This is an optimization exercise on Yosys and OpenROAD, whose aim is small area, a short achievable clock period and few clock cycles, not a production implementation.
The RTL was checked by simulation tests, not by an equivalence proof against the original design.
Power and IR drop assume default switching activity.

==> inputs of v15 <==
==> flow/design.v <==
module dc_a222oi (
    input  logic a1, a2, b1, b2, c1, c2,
    output logic y
);
    assign y = ~((a1 & a2) | (b1 & b2) | (c1 & c2));
endmodule
module dc_nand2 (
    input  logic a, b,
    output logic y
);
    assign y = ~(a & b);
endmodule
module dc_nand3 (
    input  logic a, b, c,
    output logic y
);
    assign y = ~(a & b & c);
endmodule
module dc_or2 (
    input  logic a, b,
    output logic y
);
    assign y = a | b;
endmodule
module dc_mux16 (
    input  logic [15:0] sel,
    input  logic [15:0] d,
    output logic        y
);
    logic [5:0] t;    
    logic       n0, n1;
    for (genvar g = 0; g < 5; g++) begin : g_t
        dc_a222oi u_t (.a1(sel[3*g]),   .a2(d[3*g]),
                       .b1(sel[3*g+1]), .b2(d[3*g+1]),
                       .c1(sel[3*g+2]), .c2(d[3*g+2]), .y(t[g]));
    end
    dc_nand2 u_t5 (.a(sel[15]), .b(d[15]), .y(t[5]));
    dc_nand3 u_n0 (.a(t[0]), .b(t[1]), .c(t[2]), .y(n0));
    dc_nand3 u_n1 (.a(t[3]), .b(t[4]), .c(t[5]), .y(n1));
    dc_or2   u_y  (.a(n0), .b(n1), .y(y));
endmodule
module dc_dec16 (
    input  logic [3:0]  a,
    output logic [15:0] y
);
    always_comb begin
        for (int s = 0; s < 16; s++) y[s] = (a == 4'(s));
    end
endmodule
module dc_xor2 (
    input  logic a, b,
    output logic y
);
    assign y = a ^ b;
endmodule
module dc_nor4 (
    input  logic a, b, c, d,
    output logic y
);
    assign y = ~(a | b | c | d);
endmodule
module dc_nor3b (
    input  logic a, b, c_n,
    output logic y
);
    assign y = ~(a | b | ~c_n);
endmodule
module dc_hit24 (
    input  logic [23:0] a,
    input  logic [23:0] b,
    input  logic        v,
    output logic        y
);
    logic [23:0] x;
    logic [5:0]  g;
    logic [1:0]  n;
    for (genvar i = 0; i < 24; i++) begin : g_x
        dc_xor2 u_x (.a(a[i]), .b(b[i]), .y(x[i]));
    end
    for (genvar j = 0; j < 6; j++) begin : g_g
        dc_nor4 u_g (.a(x[4*j]), .b(x[4*j+1]), .c(x[4*j+2]), .d(x[4*j+3]), .y(g[j]));
    end
    dc_nand3 u_n0 (.a(g[0]), .b(g[1]), .c(g[2]), .y(n[0]));
    dc_nand3 u_n1 (.a(g[3]), .b(g[4]), .c(g[5]), .y(n[1]));
    dc_nor3b u_y  (.a(n[0]), .b(n[1]), .c_n(v), .y(y));
endmodule
module dc_a22oi (
    input  logic a1, a2, b1, b2,
    output logic y
);
    assign y = ~((a1 & a2) | (b1 & b2));
endmodule
module dc_mux4 (
    input  logic [3:0] sel,
    input  logic [3:0] d,
    output logic       y
);
    logic [1:0] t;
    dc_a22oi u_t0 (.a1(sel[0]), .a2(d[0]), .b1(sel[1]), .b2(d[1]), .y(t[0]));
    dc_a22oi u_t1 (.a1(sel[2]), .a2(d[2]), .b1(sel[3]), .b2(d[3]), .y(t[1]));
    dc_nand2 u_y  (.a(t[0]), .b(t[1]), .y(y));
endmodule
module dcache_top (
    input  logic                   clk,
    input  logic                   rst_n,
    input  logic                   cpu_req_valid_i,
    input  logic                   cpu_req_op_i,      
    input  logic [24-1:0]   cpu_req_tag_i,
    input  logic [4-1:0] cpu_req_index_i,
    input  logic [2-1:0]  cpu_req_wsel_i,
    input  logic [4-1:0]    cpu_req_be_i,
    input  logic [32-1:0]  cpu_req_wdata_i,
    output logic                   cpu_req_ready_o,
    output logic                   cpu_rsp_done_o,
    output logic [32-1:0]  cpu_rsp_rdata_o,
    output logic                   mem_wr_req_o,
    output logic [32-1:0]  mem_wr_addr_o,
    output logic [(4*32)-1:0]  mem_wr_line_o,
    input  logic                   mem_wr_rdy_i,
    output logic                   mem_rd_req_o,
    output logic [32-1:0]  mem_rd_addr_o,
    input  logic                   mem_rd_rdy_i,
    input  logic                   mem_rd_valid_i,
    input  logic [32-1:0]  mem_rd_data_i
);
    localparam int OFS_W  = 32 - 24 - 4;
    localparam int BYTE_W = 32 / 4;
    logic [24-1:0]  tag_mem   [2][16];
    logic [(4*32)-1:0] data_mem  [2][16];
    logic [16-1:0]   dirty_mem [2];
    logic [16-1:0]   valid_q   [2];
    logic [16-1:0]   lru_q;                
    logic [2:0]              state_q;
    logic [2:0]              state_d;
    logic                    req_op_q;
    logic [24-1:0]    req_tag_q;
    logic [4-1:0]  req_index_q;
    logic [2-1:0]   req_wsel_q;
    logic [4-1:0]     req_be_q;
    logic [32-1:0]   req_wdata_q;
    logic [2-1:0]   cnt_q;              
    logic                    hit_q;
    logic                    hit_way_q;
    logic                    vway_q;             
    logic                    victim_q;           
    logic                    vdirty_q;           
    logic [24-1:0]    vtag_q;
    logic [(4*32)-1:0]   vline_q;
    logic [32-1:0]   word_q    [2];  
    logic                    rdy_q;              
    logic                    lh_q;               
    logic                    b3_q;               
    logic                    wrq_q;              
    logic                    rdq_q;              
    logic                    selm_q;             
    logic                    rsel_q;             
    logic                    lknew_q;            
    logic s_idle, s_look, s_wb, s_rd, s_burst;
    assign s_idle  = (state_q == 3'd0);
    assign s_look  = (state_q == 3'd1);
    assign s_wb    = (state_q == 3'd2);
    assign s_rd    = (state_q == 3'd3);
    assign s_burst = (state_q == 3'd4);
    logic look_hit, look_miss, refill_wr, last_word, done, ready, accept;
    assign look_hit  = s_look && hit_q;
    assign look_miss = s_look && !hit_q;
    assign refill_wr = s_burst && mem_rd_valid_i;
    assign last_word = refill_wr && (cnt_q == 2'd3);
    assign done      = look_hit || last_word;
    assign ready     = s_idle || done;
    assign accept    = ready && cpu_req_valid_i;
    logic rd_hs;
    assign rd_hs  = rdq_q && mem_rd_rdy_i;
    always_comb begin
        state_d = state_q;
        case (state_q)
            3'd0:  if (cpu_req_valid_i) state_d = 3'd1;
            3'd1: begin
                if (hit_q)               state_d = cpu_req_valid_i ? 3'd1 : 3'd0;
                else if (vdirty_q)       state_d = mem_wr_rdy_i ? 3'd3 : 3'd2;
                else                     state_d = mem_rd_rdy_i ? 3'd4 : 3'd3;
            end
            3'd2:    if (mem_wr_rdy_i) state_d = 3'd3;
            3'd3:    if (mem_rd_rdy_i) state_d = 3'd4;
            3'd4: if (last_word)    state_d = cpu_req_valid_i ? 3'd1 : 3'd0;
            default:     state_d = 3'd0;
        endcase
    end
    logic hit_new, vdirty_new;
    logic [2-1:0] cnt_d;
    always_ff @(posedge clk or negedge rst_n) begin
        if (!rst_n) begin
            state_q <= 3'd0;
            rdy_q   <= 1'b1;
            lh_q    <= 1'b0;
            b3_q    <= 1'b0;
            wrq_q   <= 1'b0;
            rdq_q   <= 1'b0;
            selm_q  <= 1'b0;
            lknew_q <= 1'b1;
        end else begin
            state_q <= state_d;
            rdy_q   <= (state_d == 3'd0) || ((state_d == 3'd1) && hit_new);
            lh_q    <= (state_d == 3'd1) && hit_new;
            b3_q    <= (state_d == 3'd4) && (cnt_d == 2'd3);
            wrq_q   <= (state_d == 3'd2) || ((state_d == 3'd1) && !hit_new && vdirty_new);
            rdq_q   <= (state_d == 3'd3) || ((state_d == 3'd1) && !hit_new && !vdirty_new);
            selm_q  <= (state_d == 3'd4) && (req_wsel_q == 2'd3);
            lknew_q <= (state_d == 3'd0) || (state_d == 3'd4) ||
                       ((state_d == 3'd1) && hit_new);
        end
    end
    always_ff @(posedge clk) begin
        if (accept) begin
            req_op_q    <= cpu_req_op_i;
            req_tag_q   <= cpu_req_tag_i;
            req_index_q <= cpu_req_index_i;
            req_wsel_q  <= cpu_req_wsel_i;
            req_be_q    <= cpu_req_be_i;
            req_wdata_q <= cpu_req_wdata_i;
        end
        if (s_look) begin
            victim_q <= vway_q;
        end
        cnt_q <= cnt_d;
    end
    assign cnt_d = rd_hs ? 2'd0 : refill_wr ? cnt_q + 2'd1 : cnt_q;
    logic                  wr_data_en;
    logic                  wr_way;
    logic [2-1:0] wr_word;
    logic [4-1:0]   wr_be;
    logic [32-1:0] wr_data;
    logic                  used_way;
    logic                  cur_victim;
    assign wr_data_en = (look_hit && req_op_q) || refill_wr;
    assign used_way   = s_look ? hit_way_q : victim_q;
    assign wr_way     = used_way;
    assign cur_victim = s_look ? vway_q : victim_q;
    assign wr_word    = s_look ? req_wsel_q : cnt_q;
    always_comb begin
        for (int b = 0; b < 4; b++) begin
            wr_be[b] = s_burst || req_be_q[b];
            wr_data[b*BYTE_W +: BYTE_W] =
                (req_op_q && req_be_q[b] && wr_word == req_wsel_q) ?
                    req_wdata_q[b*BYTE_W +: BYTE_W] : mem_rd_data_i[b*BYTE_W +: BYTE_W];
        end
    end
    always_ff @(posedge clk) begin
        for (int w = 0; w < 2; w++) begin
            for (int b = 0; b < 4; b++) begin
                if (wr_data_en && wr_way == 1'(w) && wr_be[b]) begin
                    data_mem[w][req_index_q][wr_word*32 + b*BYTE_W +: BYTE_W] <=
                        wr_data[b*BYTE_W +: BYTE_W];
                end
            end
            if (rd_hs && cur_victim == 1'(w)) begin
                tag_mem[w][req_index_q]   <= req_tag_q;
                dirty_mem[w][req_index_q] <= req_op_q;
            end else if (look_hit && req_op_q && hit_way_q == 1'(w)) begin
                dirty_mem[w][req_index_q] <= 1'b1;
            end
        end
    end
    always_ff @(posedge clk or negedge rst_n) begin
        if (!rst_n) begin
            for (int w = 0; w < 2; w++) valid_q[w] <= '0;
            lru_q <= '0;
        end else begin
            for (int w = 0; w < 2; w++) begin
                if (rd_hs && cur_victim == 1'(w)) valid_q[w][req_index_q] <= 1'b1;
            end
            if (done) lru_q[req_index_q] <= ~used_way;    
        end
    end
    logic                   lk_new;
    logic [4-1:0] lk_index;
    logic [24-1:0]   lk_tag;
    logic [2-1:0]  lk_wsel;
    assign lk_new   = lknew_q;
    assign lk_index = lk_new ? cpu_req_index_i : req_index_q;
    assign lk_tag   = lk_new ? cpu_req_tag_i   : req_tag_q;
    assign lk_wsel  = lk_new ? cpu_req_wsel_i  : req_wsel_q;
    logic [16-1:0] lk_sel [2][2];   
    logic [16-1:0] lk_tsel;
    for (genvar w = 0; w < 2; w++) begin : g_dec
        for (genvar h = 0; h < 2; h++) begin : g_h
            dc_dec16 u_dec_d (.a(lk_index), .y(lk_sel[w][h]));
        end
    end
    dc_dec16 u_dec_t (.a(lk_index), .y(lk_tsel));
    logic [2-1:0]   rd_valid;
    logic [2-1:0]   rd_dirty;
    logic [2-1:0]   rd_hit;
    logic [24-1:0]  rd_tag  [2];
    logic [(4*32)-1:0] rd_line [2];
    logic [32-1:0] rd_word [2];
    for (genvar w = 0; w < 2; w++) begin : g_rd
        logic [16-1:0] vcol, dcol;
        always_comb begin
            for (int s = 0; s < 16; s++) begin
                vcol[s] = valid_q[w][s];
                dcol[s] = dirty_mem[w][s];
            end
        end
        dc_mux16 u_v (.sel(lk_tsel), .d(vcol), .y(rd_valid[w]));
        dc_mux16 u_d (.sel(lk_tsel), .d(dcol), .y(rd_dirty[w]));
        for (genvar i = 0; i < 24; i++) begin : g_tag
            logic [16-1:0] col;
            always_comb begin
                for (int s = 0; s < 16; s++) col[s] = tag_mem[w][s][i];
            end
            dc_mux16 u_m (.sel(lk_tsel), .d(col), .y(rd_tag[w][i]));
        end
        for (genvar i = 0; i < (4*32); i++) begin : g_line
            logic [16-1:0] col;
            always_comb begin
                for (int s = 0; s < 16; s++) col[s] = data_mem[w][s][i];
            end
            dc_mux16 u_m (.sel(lk_sel[w][i / ((4*32) / 2)]), .d(col), .y(rd_line[w][i]));
        end
    end
    logic [4-1:0] lk_wsel_oh;
    always_comb begin
        for (int k = 0; k < 4; k++) lk_wsel_oh[k] = (lk_wsel == 2'(k));
    end
    for (genvar w = 0; w < 2; w++) begin : g_word
        for (genvar i = 0; i < 32; i++) begin : g_b
            dc_mux4 u_m (.sel(lk_wsel_oh),
                         .d({rd_line[w][3*32 + i], rd_line[w][2*32 + i],
                             rd_line[w][32 + i],   rd_line[w][i]}),
                         .y(rd_word[w][i]));
        end
    end
    for (genvar w = 0; w < 2; w++) begin : g_hit
        dc_hit24 u_hit (.a(rd_tag[w]), .b(lk_tag), .v(rd_valid[w]), .y(rd_hit[w]));
    end
    logic rd_lru, victim_new;
    assign rd_lru     = (done && cpu_req_index_i == req_index_q) ? ~used_way : lru_q[lk_index];
    assign victim_new = !rd_valid[0] ? 1'b0 : !rd_valid[1] ? 1'b1 : rd_lru;
    logic                  fwd;
    logic [32-1:0] lk_word [2];
    assign fwd = wr_data_en && lk_new &&
                 (cpu_req_index_i == req_index_q) && (cpu_req_tag_i == req_tag_q) &&
                 (cpu_req_wsel_i == wr_word);
    always_comb begin
        for (int w = 0; w < 2; w++) begin
            lk_word[w] = rd_word[w];
            for (int b = 0; b < 4; b++) begin
                if (fwd && wr_way == 1'(w) && wr_be[b]) begin
                    lk_word[w][b*BYTE_W +: BYTE_W] = wr_data[b*BYTE_W +: BYTE_W];
                end
            end
        end
    end
    assign hit_new    = rd_hit[0] || rd_hit[1];
    assign vdirty_new = victim_new ? (rd_valid[1] && rd_dirty[1]) : (rd_valid[0] && rd_dirty[0]);
    always_ff @(posedge clk) begin
        hit_q     <= hit_new;
        hit_way_q <= rd_hit[1];                      
        rsel_q    <= rd_hit[1] && lk_new;
        vdirty_q  <= vdirty_new;
        vtag_q    <= rd_tag[victim_new];
        vline_q   <= rd_line[victim_new];
        for (int w = 0; w < 2; w++) begin
            if (!s_burst || last_word) begin
                word_q[w] <= lk_word[w];
            end else if (refill_wr && cnt_q == req_wsel_q) begin
                word_q[w] <= mem_rd_data_i;
            end
        end
        vway_q    <= victim_new;
    end
    assign cpu_req_ready_o = rdy_q || (b3_q && mem_rd_valid_i);
    assign cpu_rsp_done_o  = lh_q  || (b3_q && mem_rd_valid_i);
    assign cpu_rsp_rdata_o = selm_q ? mem_rd_data_i : word_q[rsel_q];
    assign mem_wr_req_o  = wrq_q;
    assign mem_wr_addr_o = {vtag_q, req_index_q, {OFS_W{1'b0}}};
    assign mem_wr_line_o = vline_q;
    assign mem_rd_req_o  = rdq_q;
    assign mem_rd_addr_o = {req_tag_q, req_index_q, {OFS_W{1'b0}}};
endmodule
==> flow/run.sh <==
#!/bin/bash
# synth_recipe.tcl (not shown) runs the flow's synth.tcl, then flattens the netlist and writes it again
# the make line also repeats each setting of config.mk as NAME=value (left out here)
make -C /OpenROAD-flow-scripts/flow DESIGN_CONFIG=/design/flow/config.mk WORK_HOME=/design/flow/orfs CLKGATE_MAP_FILE= SYNTH_SCRIPT=/design/flow/synth_recipe.tcl finish
==> flow/config.mk <==
export PLATFORM = sky130hd
export DESIGN_NAME = dcache_top
export DESIGN_NICKNAME = dcache_top
export VERILOG_FILES = /design/flow/design.v
export SDC_FILE = /design/flow/constraint.sdc
export NUM_CORES = 4
export LEC_CHECK = 0
export CAP_MARGIN = 20
export CORE_MARGIN = 2
export CORE_UTILIZATION = 50
export CTS_CLUSTER_DIAMETER = 100
export CTS_CLUSTER_SIZE = 20
export SETUP_SLACK_MARGIN = 5
export SLEW_MARGIN = 20
export SYNTH_HIERARCHICAL = 1
==> flow/constraint.sdc <==
create_clock -name core_clock -period 9.0 [get_ports {clk}]
set_input_delay 1.8000 -clock core_clock [delete_from_list [all_inputs] [get_ports {clk}]]
set_output_delay 1.8000 -clock core_clock [all_outputs]
set_load 0.01 [all_outputs]
==> v16: changes against v15 <==
--- a/flow/design.v
+++ b/flow/design.v
@@ -125,8 +125,8 @@
 );
     localparam int OFS_W  = 32 - 24 - 4;
     localparam int BYTE_W = 32 / 4;
-    logic [24-1:0]  tag_mem   [2][16];
-    logic [(4*32)-1:0] data_mem  [2][16];
+    logic [2*16*24-1:0]  tag_r;
+    logic [2*16*(4*32)-1:0] data_r;
     logic [16-1:0]   dirty_mem [2];
     logic [16-1:0]   valid_q   [2];
     logic [16-1:0]   lru_q;                
@@ -138,7 +138,9 @@
     logic [2-1:0]   req_wsel_q;
     logic [4-1:0]     req_be_q;
     logic [32-1:0]   req_wdata_q;
-    logic [2-1:0]   cnt_q;              
+    logic [16-1:0]     set_oh_q;           
+    logic [4-1:0]    wsel_oh_q;          
+    logic [4-1:0]    cnt_q;              
     logic                    hit_q;
     logic                    hit_way_q;
     logic                    vway_q;             
@@ -165,7 +167,7 @@
     assign look_hit  = s_look && hit_q;
     assign look_miss = s_look && !hit_q;
     assign refill_wr = s_burst && mem_rd_valid_i;
-    assign last_word = refill_wr && (cnt_q == 2'd3);
+    assign last_word = refill_wr && cnt_q[3];
     assign done      = look_hit || last_word;
     assign ready     = s_idle || done;
     assign accept    = ready && cpu_req_valid_i;
@@ -187,7 +189,7 @@
         endcase
     end
     logic hit_new, vdirty_new;
-    logic [2-1:0] cnt_d;
+    logic [4-1:0]  cnt_d;
     always_ff @(posedge clk or negedge rst_n) begin
         if (!rst_n) begin
             state_q <= 3'd0;
@@ -202,7 +204,7 @@
             state_q <= state_d;
             rdy_q   <= (state_d == 3'd0) || ((state_d == 3'd1) && hit_new);
             lh_q    <= (state_d == 3'd1) && hit_new;
-            b3_q    <= (state_d == 3'd4) && (cnt_d == 2'd3);
+            b3_q    <= (state_d == 3'd4) && cnt_d[3];
             wrq_q   <= (state_d == 3'd2) || ((state_d == 3'd1) && !hit_new && vdirty_new);
             rdq_q   <= (state_d == 3'd3) || ((state_d == 3'd1) && !hit_new && !vdirty_new);
             selm_q  <= (state_d == 3'd4) && (req_wsel_q == 2'd3);
@@ -218,46 +220,68 @@
             req_wsel_q  <= cpu_req_wsel_i;
             req_be_q    <= cpu_req_be_i;
             req_wdata_q <= cpu_req_wdata_i;
+            for (int k = 0; k < 16; k++)  set_oh_q[k]  <= (cpu_req_index_i == 4'(k));
+            for (int k = 0; k < 4; k++) wsel_oh_q[k] <= (cpu_req_wsel_i == 2'(k));
         end
         if (s_look) begin
             victim_q <= vway_q;
         end
         cnt_q <= cnt_d;
     end
-    assign cnt_d = rd_hs ? 2'd0 : refill_wr ? cnt_q + 2'd1 : cnt_q;
+    assign cnt_d = rd_hs ? 4'(1) : refill_wr ? {cnt_q[4-2:0], cnt_q[4-1]} : cnt_q;
     logic                  wr_data_en;
     logic                  wr_way;
-    logic [2-1:0] wr_word;
+    logic                  word_match;           
     logic [4-1:0]   wr_be;
     logic [32-1:0] wr_data;
     logic                  used_way;
     logic                  cur_victim;
-    assign wr_data_en = (look_hit && req_op_q) || refill_wr;
+    logic                  store_hit;
+    logic [2-1:0]   st_way, rf_way;
+    logic [4-1:0]   wk_en [2][4];   
+    assign store_hit  = look_hit && req_op_q;
+    assign wr_data_en = store_hit || refill_wr;
     assign used_way   = s_look ? hit_way_q : victim_q;
     assign wr_way     = used_way;
     assign cur_victim = s_look ? vway_q : victim_q;
-    assign wr_word    = s_look ? req_wsel_q : cnt_q;
+    assign word_match = s_look || |(cnt_q & wsel_oh_q);
+    logic [4-1:0] wr_word_oh;                   
+    assign wr_word_oh = s_look ? wsel_oh_q : cnt_q;
     always_comb begin
+        for (int w = 0; w < 2; w++) begin
+            st_way[w] = store_hit && (hit_way_q == 1'(w));
+            rf_way[w] = refill_wr && (victim_q == 1'(w));
+            for (int k = 0; k < 4; k++) begin
+                for (int b = 0; b < 4; b++) begin
+                    wk_en[w][k][b] = (st_way[w] && wsel_oh_q[k] && req_be_q[b]) ||
+                                     (rf_way[w] && cnt_q[k]);
+                end
+            end
+        end
         for (int b = 0; b < 4; b++) begin
             wr_be[b] = s_burst || req_be_q[b];
             wr_data[b*BYTE_W +: BYTE_W] =
-                (req_op_q && req_be_q[b] && wr_word == req_wsel_q) ?
+                (req_op_q && req_be_q[b] && word_match) ?
                     req_wdata_q[b*BYTE_W +: BYTE_W] : mem_rd_data_i[b*BYTE_W +: BYTE_W];
         end
     end
     always_ff @(posedge clk) begin
         for (int w = 0; w < 2; w++) begin
-            for (int b = 0; b < 4; b++) begin
-                if (wr_data_en && wr_way == 1'(w) && wr_be[b]) begin
-                    data_mem[w][req_index_q][wr_word*32 + b*BYTE_W +: BYTE_W] <=
-                        wr_data[b*BYTE_W +: BYTE_W];
+            for (int s = 0; s < 16; s++) begin
+                for (int k = 0; k < 4; k++) begin
+                    for (int b = 0; b < 4; b++) begin
+                        if (set_oh_q[s] && wk_en[w][k][b]) begin
+                            data_r[(w*16 + s)*(4*32) + k*32 + b*BYTE_W +: BYTE_W] <=
+                                wr_data[b*BYTE_W +: BYTE_W];
+                        end
+                    end
+                end
+                if (set_oh_q[s] && rd_hs && cur_victim == 1'(w)) begin
+                    tag_r[(w*16 + s)*24 +: 24] <= req_tag_q;
+                    dirty_mem[w][s] <= req_op_q;
+                end else if (set_oh_q[s] && st_way[w]) begin
+                    dirty_mem[w][s] <= 1'b1;
                 end
-            end
-            if (rd_hs && cur_victim == 1'(w)) begin
-                tag_mem[w][req_index_q]   <= req_tag_q;
-                dirty_mem[w][req_index_q] <= req_op_q;
-            end else if (look_hit && req_op_q && hit_way_q == 1'(w)) begin
-                dirty_mem[w][req_index_q] <= 1'b1;
             end
         end
     end
@@ -266,10 +290,12 @@
             for (int w = 0; w < 2; w++) valid_q[w] <= '0;
             lru_q <= '0;
         end else begin
-            for (int w = 0; w < 2; w++) begin
-                if (rd_hs && cur_victim == 1'(w)) valid_q[w][req_index_q] <= 1'b1;
+            for (int s = 0; s < 16; s++) begin
+                for (int w = 0; w < 2; w++) begin
+                    if (set_oh_q[s] && rd_hs && cur_victim == 1'(w)) valid_q[w][s] <= 1'b1;
+                end
+                if (set_oh_q[s] && done) lru_q[s] <= ~used_way;    
             end
-            if (done) lru_q[req_index_q] <= ~used_way;    
         end
     end
     logic                   lk_new;
@@ -307,14 +333,14 @@
         for (genvar i = 0; i < 24; i++) begin : g_tag
             logic [16-1:0] col;
             always_comb begin
-                for (int s = 0; s < 16; s++) col[s] = tag_mem[w][s][i];
+                for (int s = 0; s < 16; s++) col[s] = tag_r[(w*16 + s)*24 + i];
             end
             dc_mux16 u_m (.sel(lk_tsel), .d(col), .y(rd_tag[w][i]));
         end
         for (genvar i = 0; i < (4*32); i++) begin : g_line
             logic [16-1:0] col;
             always_comb begin
-                for (int s = 0; s < 16; s++) col[s] = data_mem[w][s][i];
+                for (int s = 0; s < 16; s++) col[s] = data_r[(w*16 + s)*(4*32) + i];
             end
             dc_mux16 u_m (.sel(lk_sel[w][i / ((4*32) / 2)]), .d(col), .y(rd_line[w][i]));
         end
@@ -341,7 +367,7 @@
     logic [32-1:0] lk_word [2];
     assign fwd = wr_data_en && lk_new &&
                  (cpu_req_index_i == req_index_q) && (cpu_req_tag_i == req_tag_q) &&
-                 (cpu_req_wsel_i == wr_word);
+                 wr_word_oh[cpu_req_wsel_i];
     always_comb begin
         for (int w = 0; w < 2; w++) begin
             lk_word[w] = rd_word[w];
@@ -364,7 +390,7 @@
         for (int w = 0; w < 2; w++) begin
             if (!s_burst || last_word) begin
                 word_q[w] <= lk_word[w];
-            end else if (refill_wr && cnt_q == req_wsel_q) begin
+            end else if (refill_wr && |(cnt_q & wsel_oh_q)) begin
                 word_q[w] <= mem_rd_data_i;
             end
         end
==> flow/flow/run.sh (new file) <==
#!/bin/bash
# Layout flow: the standard ORFS flow (standard.sh, all steps unchanged)
# with one extra ORFS setting: the port buffers that global placement adds
# are a plain buffer cell (buf_4) instead of the delay-buffer cell that
# buffer_ports picks by default, so timing repair can size them like any
# other buffer. Everything ORFS prints goes to standard_flow.log here; each
# step's own log stays under orfs/logs/.
set -euo pipefail
export BUFFER_PORTS_ARGS="-buffer_cell sky130_fd_sc_hd__buf_4"
bash ./standard.sh > standard_flow.log 2>&1
==> flow/standard.sh (new file) <==
#!/bin/bash
# synth_recipe.tcl (not shown) runs the flow's synth.tcl, then flattens the netlist and writes it again
# the make line also repeats each setting of config.mk as NAME=value (left out here)
make -C /OpenROAD-flow-scripts/flow DESIGN_CONFIG=/design/flow/config.mk WORK_HOME=/design/flow/orfs CLKGATE_MAP_FILE= SYNTH_SCRIPT=/design/flow/synth_recipe.tcl "${@:-finish}"
removed: flow/run.sh
==> qor.txt <==
switching power as a share of total power = 0.3560
P_comb = 25.0 mW
Slew @ Worst Pin = 1.215 ns
sequential area share after synthesis = 0.8105
Tot Pwr = 69.86 mW
final WL = 673800 um
CP Launch Point = cpu_req_index_i[0]
Non-Clock Buffer Count = 926
FF+latch count, synth = 5267
Clock Sinks = 5267
largest net degree at the start of global routing = 87
status = complete, no violations
Synth warnings = 22
Starting DRT DRC Count = 24974
Biggest register = data_r
simple-gate share of the synthesized area = 0.06977
# the run above: v16

==> qor.txt <==
Tot Pwr = 68.68 mW
simple-gate share of the synthesized area = 0.06217
FF+latch count, synth = 5245
largest net degree at the start of global routing = 68
Starting DRT DRC Count = 27132
sequential area share after synthesis = 0.8147
P_comb = 25.5 mW
Slew @ Worst Pin = 1.264 ns
CP Launch Point = cpu_req_index_i[1]
Synth warnings = 20
Non-Clock Buffer Count = 1365
status = complete, no violations
# the run above: v15

Testbench counts of v15, summed over its fixed seeds: cycles 70,153.
Testbench counts of v16, summed over its fixed seeds: cycles 70,153.

==> what the ideal ports hide <==
The results above use ideal ports. As a check the final layouts listed here were re-extracted and re-timed, cells and wires unchanged. Step 1 assumes that a clkbuf_16 drives the clock port and a buf_2 every other input. Step 2 adds t to the input delays and takes it off the output delays; t is the mean of the earliest and latest rising clock arrival at the registers after step 1. Input paths then give back, and output paths get back, about the clock's delay inside the block. Three values: ideal ports, drivers, drivers and shift; two values: the first two.
run | t (ns) | setup WS [ns] | hold WS [ns] | worst setup path after step 2 | pins driven straight from the clock port
v15 | 1.081 | 4.151 / 4.191 / 3.111 | 0.488 / 0.488 / 0.488 | input to register | 1
v16 | 1.078 | 4.366 / 4.362 / 3.284 | 0.481 / 0.481 / 0.481 | input to register | 1
After both steps setup and hold are still met in every run listed. The setup slack of v16, which loses most, moves by -0.004 ns with the drivers and by -1.082 ns with both steps.
